This design comes from an exercise in tuning for a short achievable clock period and few clock cycles on the open sky130 flow, not from production work. In this exercise RTL edits were held to simulation tests only and were not proved equivalent to the original. Power and IR drop assume default switching activity.

`flow/config.mk`:
```
export PLATFORM = sky130hd
export DESIGN_NAME = ack_retry_pending_table
export DESIGN_NICKNAME = ack_retry_pending_table
export VERILOG_FILES = /design/flow/design.v
export SDC_FILE = /design/flow/constraint.sdc
export NUM_CORES = 4
export LEC_CHECK = 0
export CAP_MARGIN = 20
export CORE_MARGIN = 2
export CORE_UTILIZATION = 40
export SLEW_MARGIN = 20
```
`flow/constraint.sdc`:
```
create_clock -name core_clock -period 6.5 [get_ports {clk}]
set_input_delay 1.3000 -clock core_clock [delete_from_list [all_inputs] [get_ports {clk}]]
set_output_delay 1.3000 -clock core_clock [all_outputs]
set_load 0.01 [all_outputs]
```
`flow/design.v`:
```
package artp_pkg;
  localparam int SLOTS_DEF  = 8;
  localparam int MAX_RES    = 8;
  localparam int RES_CNT_W  = $clog2(MAX_RES + 1);
  localparam int SLOT_W     = 3;
  localparam int REQ_W      = 2;
  localparam int EV_W       = 3;
  localparam int CFG_IDX_W  = 3;
  localparam int CFG_DATA_W = 16;
  localparam int TIME_W     = 32;
  localparam int ADDR_W     = 8;
  localparam int KIND_W     = 8;
  localparam int SEQ_W      = 8;
  localparam int TMO_W      = 16;
  localparam int RETRY_W    = 4;
  localparam int LOST_W     = 32;
  localparam logic [ADDR_W-1:0]  BCAST_RST   = 8'd255;
  localparam logic [TMO_W-1:0]   TIMEOUT_RST = 16'd2000;
  localparam logic [RETRY_W-1:0] RETRY_RST   = 4'd3;
  typedef enum logic [EV_W-1:0] {
    EV_QUEUED      = 3'd0,
    EV_FULL        = 3'd1,
    EV_ACK_MATCHED = 3'd2,
    EV_ACK_IGNORED = 3'd3,
    EV_SEND_OK     = 3'd4,
    EV_RETRANSMIT  = 3'd5,
    EV_FAILED      = 3'd6,
    EV_IDLE        = 3'd7
  } event_t;
  typedef enum logic [REQ_W-1:0] {
    REQ_ADD  = 2'd0,
    REQ_ACK  = 2'd1,
    REQ_TICK = 2'd2,
    REQ_NOP  = 2'd3
  } req_t;
  typedef enum logic [CFG_IDX_W-1:0] {
    CFG_IS_GATEWAY  = 3'd0,
    CFG_OWN_ADDR    = 3'd1,
    CFG_BCAST_ADDR  = 3'd2,
    CFG_DATA_KIND   = 3'd3,
    CFG_ACK_TIMEOUT = 3'd4,
    CFG_RETRY_LIMIT = 3'd5
  } cfg_idx_t;
  typedef enum logic [2:0] {
    ST_IDLE,
    ST_ADD,
    ST_PRIME,
    ST_SCAN,
    ST_FLUSH
  } state_t;
  typedef struct packed {
    logic                is_gateway;
    logic [ADDR_W-1:0]   own_address;
    logic [ADDR_W-1:0]   broadcast_address;
    logic [KIND_W-1:0]   data_kind_code;
    logic [TMO_W-1:0]    ack_timeout_ms;
    logic [RETRY_W-1:0]  retry_limit;
  } cfg_t;
  typedef struct packed {
    logic [ADDR_W-1:0]  dest;
    logic [KIND_W-1:0]  kind;
    logic [SEQ_W-1:0]   seq;
    logic [TIME_W-1:0]  stamp;
    logic [RETRY_W-1:0] retries;
  } entry_t;
  typedef struct packed {
    event_t             ev;
    logic [SLOT_W-1:0]  slot;
    logic [SEQ_W-1:0]   seq;
    logic [ADDR_W-1:0]  peer;
    logic [KIND_W-1:0]  kind;
    logic [RETRY_W-1:0] retries;
    logic               ack_needed;
    logic [LOST_W-1:0]  lost;
  } result_t;
  typedef struct packed {
    logic latch_in;
    logic idx_inc;
    logic rd_en;
    logic add_step;
    logic scan_step;
    logic flush;
  } ctrl_cmd_t;
  typedef struct packed {
    logic can_push;
    logic out_free;
    logic add_stop;
    logic scan_stop;
  } dp_status_t;
endpackage
import artp_pkg::*;
module artp_regs (
  input  logic                               clk,
  input  logic                               rst_n,
  input  logic                               cfg_we,
  input  logic [artp_pkg::CFG_IDX_W-1:0]     cfg_idx,
  input  logic [artp_pkg::CFG_DATA_W-1:0]    cfg_wdata,
  output artp_pkg::cfg_t                     cfg
);
  artp_pkg::cfg_t cfg_r, cfg_nxt;
  always_comb begin
    cfg_nxt = cfg_r;
    if (cfg_we) begin
      unique case (cfg_idx)
        CFG_IS_GATEWAY:  cfg_nxt.is_gateway        = cfg_wdata[0];
        CFG_OWN_ADDR:    cfg_nxt.own_address       = cfg_wdata[ADDR_W-1:0];
        CFG_BCAST_ADDR:  cfg_nxt.broadcast_address = cfg_wdata[ADDR_W-1:0];
        CFG_DATA_KIND:   cfg_nxt.data_kind_code    = cfg_wdata[KIND_W-1:0];
        CFG_ACK_TIMEOUT: cfg_nxt.ack_timeout_ms    = cfg_wdata[TMO_W-1:0];
        CFG_RETRY_LIMIT: cfg_nxt.retry_limit       = cfg_wdata[RETRY_W-1:0];
        default:         cfg_nxt = cfg_r;
      endcase
    end
  end
  always_ff @(posedge clk) begin
    if (!rst_n) begin
      cfg_r.is_gateway        <= 1'b0;
      cfg_r.own_address       <= '0;
      cfg_r.broadcast_address <= BCAST_RST;
      cfg_r.data_kind_code    <= '0;
      cfg_r.ack_timeout_ms    <= TIMEOUT_RST;
      cfg_r.retry_limit       <= RETRY_RST;
    end else begin
      cfg_r <= cfg_nxt;
    end
  end
  assign cfg = cfg_r;
endmodule
import artp_pkg::*;
module artp_dp #(
  parameter int SLOTS = artp_pkg::SLOTS_DEF
) (
  input  logic                               clk,
  input  logic                               rst_n,
  input  artp_pkg::cfg_t                     cfg,
  input  artp_pkg::ctrl_cmd_t                cmd,
  output artp_pkg::dp_status_t               status,
  input  logic [artp_pkg::REQ_W-1:0]         in_req_type,
  input  logic [artp_pkg::TIME_W-1:0]        in_now_ms,
  input  logic [artp_pkg::ADDR_W-1:0]        in_dest_addr,
  input  logic [artp_pkg::KIND_W-1:0]        in_packet_kind,
  input  logic [artp_pkg::SEQ_W-1:0]         in_ack_seq,
  input  logic [artp_pkg::ADDR_W-1:0]        in_ack_source,
  input  logic                               out_ready,
  output logic                               out_valid,
  output artp_pkg::result_t                  out_res,
  output logic                               out_last
);
  localparam int IW = (SLOTS > 1) ? $clog2(SLOTS) : 1;
  localparam logic [IW-1:0] IDX_LAST = IW'(SLOTS - 1);
  logic [REQ_W-1:0]   req_r;
  logic [TIME_W-1:0]  now_r;
  logic [ADDR_W-1:0]  dest_r;
  logic [KIND_W-1:0]  kind_r;
  logic [SEQ_W-1:0]   aseq_r;
  logic [ADDR_W-1:0]  asrc_r;
  logic [IW-1:0]        idx_r, idx_nxt;
  logic [SLOTS-1:0]     valid_r, valid_nxt;
  logic [SEQ_W-1:0]     seq_r, seq_nxt;
  logic [LOST_W-1:0]    loss_r, loss_nxt;
  logic [RES_CNT_W-1:0] n_r, n_nxt;
  localparam int ENT_W = ADDR_W + KIND_W + SEQ_W + TIME_W + RETRY_W;
  logic [ENT_W-1:0] mem [0:SLOTS-1];
  artp_pkg::entry_t rd_q;
  logic   mem_we;
  artp_pkg::entry_t mem_wd;
  logic [IW-1:0] rd_addr;
  logic    hold_valid_r, hold_valid_nxt;
  artp_pkg::result_t hold_r, hold_nxt;
  logic    out_valid_r, out_valid_nxt;
  artp_pkg::result_t out_r, out_nxt;
  logic    out_last_r, out_last_nxt;
  logic          idx_last, slot_free, cur_valid, out_free, can_push;
  logic          ack_for_us, timed_out;
  logic [TIME_W-1:0] age;
  logic          push;
  artp_pkg::result_t       new_res, dflt_res;
  logic [SLOT_W-1:0] slot_id;
  assign idx_last  = (idx_r == IDX_LAST);
  assign cur_valid = valid_r[idx_r];
  assign slot_free = !cur_valid;
  assign out_free  = !out_valid_r || out_ready;
  assign can_push  = !hold_valid_r || out_free;
  assign slot_id   = SLOT_W'(idx_r);
  assign ack_for_us = (dest_r == cfg.own_address) || (dest_r == cfg.broadcast_address);
  assign age       = now_r - rd_q.stamp;
  assign timed_out = age > {{(TIME_W-TMO_W){1'b0}}, cfg.ack_timeout_ms};
  assign rd_addr   = cmd.idx_inc ? idx_r + 1'b1 : idx_r;
  always_comb begin
    valid_nxt = valid_r;
    seq_nxt   = seq_r;
    loss_nxt  = loss_r;
    mem_we    = 1'b0;
    mem_wd    = rd_q;
    push      = 1'b0;
    new_res   = '0;
    new_res.ev = EV_IDLE;
    status.can_push  = can_push;
    status.out_free  = out_free;
    status.add_stop  = slot_free || idx_last;
    status.scan_stop = idx_last;
    if (cmd.add_step) begin
      if (slot_free) begin
        valid_nxt[idx_r] = 1'b1;
        mem_we         = 1'b1;
        mem_wd.dest    = dest_r;
        mem_wd.kind    = kind_r;
        mem_wd.seq     = seq_r;
        mem_wd.stamp   = now_r;
        mem_wd.retries = '0;
        seq_nxt        = seq_r + 1'b1;
        push           = 1'b1;
        new_res.ev     = EV_QUEUED;
        new_res.slot   = slot_id;
        new_res.seq    = seq_r;
        new_res.peer   = dest_r;
        new_res.kind   = kind_r;
        new_res.ack_needed = !cfg.is_gateway && (dest_r != cfg.broadcast_address);
      end else if (idx_last) begin
        push         = 1'b1;
        new_res.ev   = EV_FULL;
        new_res.peer = dest_r;
      end
    end
    if (cmd.scan_step && cur_valid) begin
      if (req_r == REQ_ACK) begin
        if (ack_for_us && rd_q.seq == aseq_r) begin
          valid_nxt[idx_r] = 1'b0;
          push            = (n_r < RES_CNT_W'(MAX_RES));
          new_res.ev      = EV_ACK_MATCHED;
          new_res.slot    = slot_id;
          new_res.seq     = aseq_r;
          new_res.peer    = asrc_r;
          new_res.kind    = rd_q.kind;
          new_res.retries = rd_q.retries;
        end
      end else begin
        new_res.slot    = slot_id;
        new_res.seq     = rd_q.seq;
        new_res.peer    = rd_q.dest;
        new_res.kind    = rd_q.kind;
        new_res.retries = rd_q.retries;
        if (cfg.is_gateway && rd_q.kind == cfg.data_kind_code) begin
          valid_nxt[idx_r] = 1'b0;
          push       = 1'b1;
          new_res.ev = EV_SEND_OK;
        end else if (rd_q.dest == cfg.broadcast_address) begin
          valid_nxt[idx_r] = 1'b0;
        end else if (timed_out) begin
          push = 1'b1;
          if (rd_q.retries < cfg.retry_limit) begin
            mem_we          = 1'b1;
            mem_wd.stamp    = now_r;
            mem_wd.retries  = rd_q.retries + 1'b1;
            new_res.ev      = EV_RETRANSMIT;
            new_res.retries = rd_q.retries + 1'b1;
          end else begin
            valid_nxt[idx_r] = 1'b0;
            loss_nxt   = loss_r + 1'b1;
            new_res.ev = EV_FAILED;
          end
        end
        if (push && n_r == RES_CNT_W'(MAX_RES - 1)) status.scan_stop = 1'b1;
      end
    end
    new_res.lost = loss_nxt;
  end
  always_comb begin
    dflt_res      = '0;
    dflt_res.lost = loss_r;
    if (req_r == REQ_ACK) begin
      dflt_res.ev   = EV_ACK_IGNORED;
      dflt_res.seq  = aseq_r;
      dflt_res.peer = asrc_r;
    end else begin
      dflt_res.ev = EV_IDLE;
    end
  end
  always_comb begin
    hold_valid_nxt = hold_valid_r;
    hold_nxt       = hold_r;
    out_valid_nxt  = out_valid_r && !out_ready;
    out_nxt        = out_r;
    out_last_nxt   = out_last_r;
    n_nxt          = n_r;
    if (cmd.latch_in) n_nxt = '0;
    if (push) begin
      if (hold_valid_r) begin
        out_valid_nxt = 1'b1;
        out_nxt       = hold_r;
        out_last_nxt  = 1'b0;
      end
      hold_valid_nxt = 1'b1;
      hold_nxt       = new_res;
      n_nxt          = n_r + 1'b1;
    end
    if (cmd.flush) begin
      out_valid_nxt  = 1'b1;
      out_nxt        = hold_valid_r ? hold_r : dflt_res;
      out_last_nxt   = 1'b1;
      hold_valid_nxt = 1'b0;
    end
  end
  always_comb begin
    idx_nxt = idx_r;
    if (cmd.latch_in)     idx_nxt = '0;
    else if (cmd.idx_inc) idx_nxt = idx_r + 1'b1;
  end
  always_ff @(posedge clk) begin
    if (!rst_n) begin
      idx_r        <= '0;
      valid_r      <= '0;
      seq_r        <= '0;
      loss_r       <= '0;
      n_r          <= '0;
      hold_valid_r <= 1'b0;
      out_valid_r  <= 1'b0;
    end else begin
      idx_r        <= idx_nxt;
      valid_r      <= valid_nxt;
      seq_r        <= seq_nxt;
      loss_r       <= loss_nxt;
      n_r          <= n_nxt;
      hold_valid_r <= hold_valid_nxt;
      out_valid_r  <= out_valid_nxt;
    end
  end
  always_ff @(posedge clk) begin
    hold_r     <= hold_nxt;
    out_r      <= out_nxt;
    out_last_r <= out_last_nxt;
    if (cmd.latch_in) begin
      req_r  <= in_req_type;
      now_r  <= in_now_ms;
      dest_r <= in_dest_addr;
      kind_r <= in_packet_kind;
      aseq_r <= in_ack_seq;
      asrc_r <= in_ack_source;
    end
  end
  always_ff @(posedge clk) begin
    if (mem_we) mem[idx_r] <= mem_wd;
    if (cmd.rd_en) rd_q <= mem[rd_addr];
  end
  assign out_valid = out_valid_r;
  assign out_res   = out_r;
  assign out_last  = out_last_r;
endmodule
import artp_pkg::*;
module artp_ctrl (
  input  logic                         clk,
  input  logic                         rst_n,
  input  logic                         in_valid,
  input  logic [artp_pkg::REQ_W-1:0]   in_req_type,
  output logic                         in_ready,
  input  artp_pkg::dp_status_t         status,
  output artp_pkg::ctrl_cmd_t          cmd
);
  artp_pkg::state_t state_r, state_nxt;
  always_comb begin
    state_nxt = state_r;
    unique case (state_r)
      ST_IDLE: begin
        if (in_valid) begin
          unique case (in_req_type)
            REQ_ADD:           state_nxt = ST_ADD;
            REQ_ACK, REQ_TICK: state_nxt = ST_PRIME;
            REQ_NOP:           state_nxt = ST_FLUSH;
            default:           state_nxt = ST_FLUSH;
          endcase
        end
      end
      ST_ADD: begin
        if (status.can_push && status.add_stop) state_nxt = ST_FLUSH;
      end
      ST_PRIME: state_nxt = ST_SCAN;
      ST_SCAN: begin
        if (status.can_push && status.scan_stop) state_nxt = ST_FLUSH;
      end
      ST_FLUSH: begin
        if (status.out_free) state_nxt = ST_IDLE;
      end
      default: state_nxt = ST_IDLE;
    endcase
  end
  always_comb begin
    cmd      = '0;
    in_ready = 1'b0;
    unique case (state_r)
      ST_IDLE: begin
        in_ready     = 1'b1;
        cmd.latch_in = in_valid;
      end
      ST_ADD: begin
        if (status.can_push) begin
          cmd.add_step = 1'b1;
          cmd.idx_inc  = !status.add_stop;
        end
      end
      ST_PRIME: cmd.rd_en = 1'b1;
      ST_SCAN: begin
        if (status.can_push) begin
          cmd.scan_step = 1'b1;
          cmd.idx_inc   = !status.scan_stop;
          cmd.rd_en     = !status.scan_stop;
        end
      end
      ST_FLUSH: cmd.flush = status.out_free;
      default: cmd = '0;
    endcase
  end
  always_ff @(posedge clk) begin
    if (!rst_n) state_r <= ST_IDLE;
    else        state_r <= state_nxt;
  end
endmodule
import artp_pkg::*;
module ack_retry_pending_table (
  input  logic                               clk,
  input  logic                               rst_n,
  input  logic                               in_valid,
  output logic                               in_ready,
  input  logic [artp_pkg::REQ_W-1:0]         in_req_type,
  input  logic [artp_pkg::TIME_W-1:0]        in_now_ms,
  input  logic [artp_pkg::ADDR_W-1:0]        in_dest_addr,
  input  logic [artp_pkg::KIND_W-1:0]        in_packet_kind,
  input  logic [artp_pkg::SEQ_W-1:0]         in_ack_seq,
  input  logic [artp_pkg::ADDR_W-1:0]        in_ack_source,
  output logic                               out_valid,
  input  logic                               out_ready,
  output logic [artp_pkg::EV_W-1:0]          out_event,
  output logic [artp_pkg::SLOT_W-1:0]        out_slot,
  output logic [artp_pkg::SEQ_W-1:0]         out_seq,
  output logic [artp_pkg::ADDR_W-1:0]        out_peer_addr,
  output logic [artp_pkg::KIND_W-1:0]        out_kind,
  output logic [artp_pkg::RETRY_W-1:0]       out_retry_count,
  output logic                               out_ack_needed,
  output logic [artp_pkg::LOST_W-1:0]        out_lost_total,
  output logic                               out_last,
  input  logic                               cfg_we,
  input  logic [artp_pkg::CFG_IDX_W-1:0]     cfg_idx,
  input  logic [artp_pkg::CFG_DATA_W-1:0]    cfg_wdata
);
  localparam int SLOTS = SLOTS_DEF;
  artp_pkg::cfg_t       cfg;
  artp_pkg::ctrl_cmd_t  cmd;
  artp_pkg::dp_status_t status;
  artp_pkg::result_t    out_res;
  artp_regs u_regs (
    .clk       (clk),
    .rst_n     (rst_n),
    .cfg_we    (cfg_we),
    .cfg_idx   (cfg_idx),
    .cfg_wdata (cfg_wdata),
    .cfg       (cfg)
  );
  artp_ctrl u_ctrl (
    .clk         (clk),
    .rst_n       (rst_n),
    .in_valid    (in_valid),
    .in_req_type (in_req_type),
    .in_ready    (in_ready),
    .status      (status),
    .cmd         (cmd)
  );
  artp_dp #(.SLOTS(SLOTS)) u_dp (
    .clk            (clk),
    .rst_n          (rst_n),
    .cfg            (cfg),
    .cmd            (cmd),
    .status         (status),
    .in_req_type    (in_req_type),
    .in_now_ms      (in_now_ms),
    .in_dest_addr   (in_dest_addr),
    .in_packet_kind (in_packet_kind),
    .in_ack_seq     (in_ack_seq),
    .in_ack_source  (in_ack_source),
    .out_ready      (out_ready),
    .out_valid      (out_valid),
    .out_res        (out_res),
    .out_last       (out_last)
  );
  assign out_event       = out_res.ev;
  assign out_slot        = out_res.slot;
  assign out_seq         = out_res.seq;
  assign out_peer_addr   = out_res.peer;
  assign out_kind        = out_res.kind;
  assign out_retry_count = out_res.retries;
  assign out_ack_needed  = out_res.ack_needed;
  assign out_lost_total  = out_res.lost;
endmodule
```
`flow/run.sh`:
```
#!/bin/bash
# synth_recipe.tcl (not shown) runs the flow's synth.tcl, then flattens the netlist and writes it again
# the make line also repeats each setting of config.mk as NAME=value (left out here)
make -C /OpenROAD-flow-scripts/flow DESIGN_CONFIG=/design/flow/config.mk WORK_HOME=/design/flow/orfs CLKGATE_MAP_FILE= SYNTH_SCRIPT=/design/flow/synth_recipe.tcl finish
```
==> results.py <==
metrics = {
    "run_status": {
        "outcome": "no timing/DRC/antenna violations",
    },
    "clock_tree": {
        "clk_latency_ns": 0.70,
        "clk_pin_slew_ns": 0.06,
        "cts_sinks": 846,
        "cts_buffers": 95,
        "cts_tree": "done",
        "h-tree-depth": 3,
        "cts_buffer_depth": 3,
        "cts-root-buf": "clkbuf_16",
    },
    "timing": {
        "maxSlewViolCount": 0,
        "max_freq_ghz": 0.161,
        "fin_ws_ns": 0.300,
        "finalClockSkew_ns": 0.0371,
        "worst_pin_slew_ns": 1.18,
        "setup_viol": 0,
        "finalCritPeriodShare": 0.954,
        "min_period_ns": 6.20,
        "max_slew_margin": 0.208,
        "rsz0062_at_grt": "false",
        "timing.setup.tns_ns": 0,
        "hold_violations": 0,
    },
    "synth": {
        "avgSynthCellArea_um2": 10.5,
        "synth-seq-area-share": 0.539,
        "synth_fp_nets": 4463,
        "ys.flop_type": "edfxtp_1",
        "synth_edf_count": 740,
        "synth.distinct_cells": 85,
        "syn-cell-area_mm2": 0.0452,
        "synth_seq_cells": 846,
        "ys_async_sr_fraction": 0,
        "synth.yosys.warnings": 3,
        "syn_inst": 4310,
    },
    "routing": {
        "via_per_inst": 6.11,
        "drt_iter0_markers": 3699,
        "vias": 36200,
        "wire_per_inst_um": 24.1,
        "first_pass_iters": 7,
        "drc": 0,
        "drt-total-wl_um": 142000,
        "final_antenna_net_count": 0,
    },
    "placement": {
        "place_inst": 5740,
        "hpwlAfterDp_um": 82000,
        "port_buffers": 159,
        "finalWeightedCongestion": 0.885,
        "dpl_worst_slack_ns": 0.209,
    },
    "power_and_ir_drop": {
        "power_mw": 16.1,
        "power_density_mw_per_mm2": 309,
        "vdd.ir_drop.worst_v": 0.000195,
        "leakage_nw": 17.6,
    },
    "floorplan": {
        "ioPinCount": 160,
        "initial_utilization": 0.402,
        "die_h_um": 340,
        "fp-row-count": 123,
        "die_area_mm2": 0.116,
        "fp.dieW_um": 340,
        "core_area_mm2": 0.112,
    },
    "critical_path": {
        "crit_path_max_fanout": 44,
        "end_kind": "flop",
        "crit_type": "reg -> reg",
        "required_ns": 6.84,
        "crit_arrival_ns": 6.54,
        "setup.worst_path.start_class": "flop",
    },
    "layout": {
        "mostFrequentLayoutCell": "edfxtp_1",
        "antenna_cells": 0,
        "finalNonFillerCells": 5922,
        "drive_gt1_frac": 0.0737,
        "nFillCells": 10200,
        "fin_util": 0.464,
        "layout.nets": 4495,
        "area_delta_synth_final_pct": 15.2,
        "final_cell_mix": "edfxtp_1 (740), nand2_1 (569), a21oi_1 (383), o21ai_0 (299), inv_1 (201)",
    },
    "min_path": {
        "hold_class": "reg -> reg",
    },
    "grt": {
        "grt_pass1_wl_um": 215000,
        "first_global_vias": 34800,
        "grtUsageTotal": 0.239,
        "antenna_found_initial": 0,
        "grt_max_degree": 178,
        "grt_overflow_total": 0,
    },
    "flow_run": {
        "drv_cap": 0,
    },
}
==> cell families (layout without fill, tap and decap cells) <==
logic type	after synthesis	count (layout)	share of synthesized area
AOI/OAI and AO/OA	1433	1433	0.212
xor gates and xnor gates	96	96	0.0186
adders and majority gates	63	63	0.0176
buffers and inverters	531	643	0.0457
DFF	846	846	0.539
muxes	205	205	0.0458
and+or+nand+nor	1136	1136	0.122
==> flip-flops by register name, indices dropped and copies added (netlist names), 32 cells and up <==
signal	count
u_dp.hold_r	67
u_dp.loss_r	32
u_dp.mem	480
u_dp.now_r	32
u_dp.out_r	67
u_dp.rd_q	60
u_regs.cfg_r	45
==> where the power goes <==
part	leakage [nW]	internal, mW	switching (mW)
registers	7.64	6.71	0.250
logic	8.43	1.29	2.44
clock network	1.53	3.13	2.27
total	17.6	11.1	4.96
==> through the flow <==
| step | cell area (µm²) | hold WS (ns) |
|---|---|---|
| final | 52100 | 0.454 |
| after global routing | 52100 | 0.476 |
| after CTS | 52000 | 0.456 |
| after detailed placement | 48900 | 0.449 |
| after global placement | 48900 | 0.443 |
| after floorplan | 45400 | 0.436 |
==> cell usage after synthesis, drive strengths merged, types with 8 or more instances <==
library cell    n  area share
nand2         576       0.048
nor2b         127       0.018
inv           203       0.017
and2           65      0.0090
a21o           21      0.0035
a221o          61       0.014
nand4          37      0.0051
a2111oi        62       0.012
o21a           10      0.0017
nor3           28      0.0031
or3             8      0.0011
nand2b         18      0.0025
nor4           13      0.0019
clkbuf        275       0.023
a211oi         11      0.0018
xor2           33      0.0064
edfxtp        740        0.49
dfxtp         106       0.047
nor2           81      0.0067
o31ai          62       0.010
mux2i         198       0.044
buf            52      0.0059
o2111ai        61       0.012
nor3b          65       0.011
ha             62       0.017
nand3          64      0.0071
and3           14      0.0019
o211ai        135       0.023
a221oi        122       0.024
a22o           60       0.012
a31oi          71      0.0098
o21ai         310       0.034
a21oi         389       0.043
a222oi         15      0.0033
xnor2          63       0.012
==> metal layers <==
metal  vias up  track usage  share of wire
li1      16500            -              -
met3       247       0.0378          0.080
met2      1622        0.391           0.47
met1     17800        0.320           0.42
met4         0       0.0877          0.031
met5         -            0              0
==> worst paths after layout <==
kind	cells after the start	slack, ns	end	start
setup / recovery	23	0.30	u_dp.mem[1][54]	u_dp.rd_q[4]
hold / removal	2	0.45	u_regs.cfg_r[18]	u_regs.cfg_r[18]
setup reg to reg	23	0.30	u_dp.mem[1][54]	u_dp.rd_q[4]
hold reg to reg	2	0.45	u_regs.cfg_r[18]	u_regs.cfg_r[18]
==> critical path: stages (launching register included) <==
cell and delay (ns):
edfxtp_1 0.41, ha_1 0.26, fa_1 0.42, nor2b_2 0.18, o2111a_1 0.28, nor4_4 0.07
o21ai_0 0.29, xor2_1 0.13, ha_1 0.30, nand4_1 0.18, a2111oi_2 0.41, nor4_2 0.11
buf_4 0.15, nor2_1 0.12, nor3_1 0.07, nand4_1 0.26, nor4_2 0.11, or4b_2 0.70
o21ai_4 0.19, buf_12 0.26, nand2_2 0.19, nor3_4 0.25, buf_4 0.18, buf_4 0.32
==> area by class of cell <==
cell class              instances  area [µm²]  area share
inverters                     204         774      0.0149
clock buffers                 122        2540      0.0487
clock inverters                55         571      0.0110
multi-input cells            2933       19100       0.367
flip-flops and latches        846       24300       0.467
repair buffers                262        2860      0.0549
well taps                    1500        1880      0.0360
==> what timing repair did <==
item | in CTS | in global routing
endpoints found under the setup margin | 0 | 290
buffers inserted | 0 | 3
gates resized for setup | 0 | 10
hold buffers | 0 | 0
Testbench counts, summed over its fixed seeds: cycles 42,267.

-- static timing again, ports no longer ideal --
In the flow no input, the clock included, has a driving cell. The finished layout below was timed again as built, in two steps. Step 1 sets driving cells, clkbuf_16 on the clock port and buf_2 on the other inputs (assumed; they add their load-dependent delay and slew). Step 2 times the ports against the registers' clock, not the clock port: input delays grow and output delays shrink by t, the midpoint of the rising clock arrivals with the driver on. a / b / c = ideal / step 1 / step 2; a / b = the first two.
t, ns: 0.750
slack for setup (ns): 0.300 / 0.300 / 0.300
worst setup path after step 2: register to register
latest minus earliest clock arrival (ns): 0.037 / 0.037
cell pins on the clock port's net: 1
After both steps this run still meets setup and hold. The setup slack of this run moves by 0.000 ns with the drivers and by 0.000 ns with both steps.
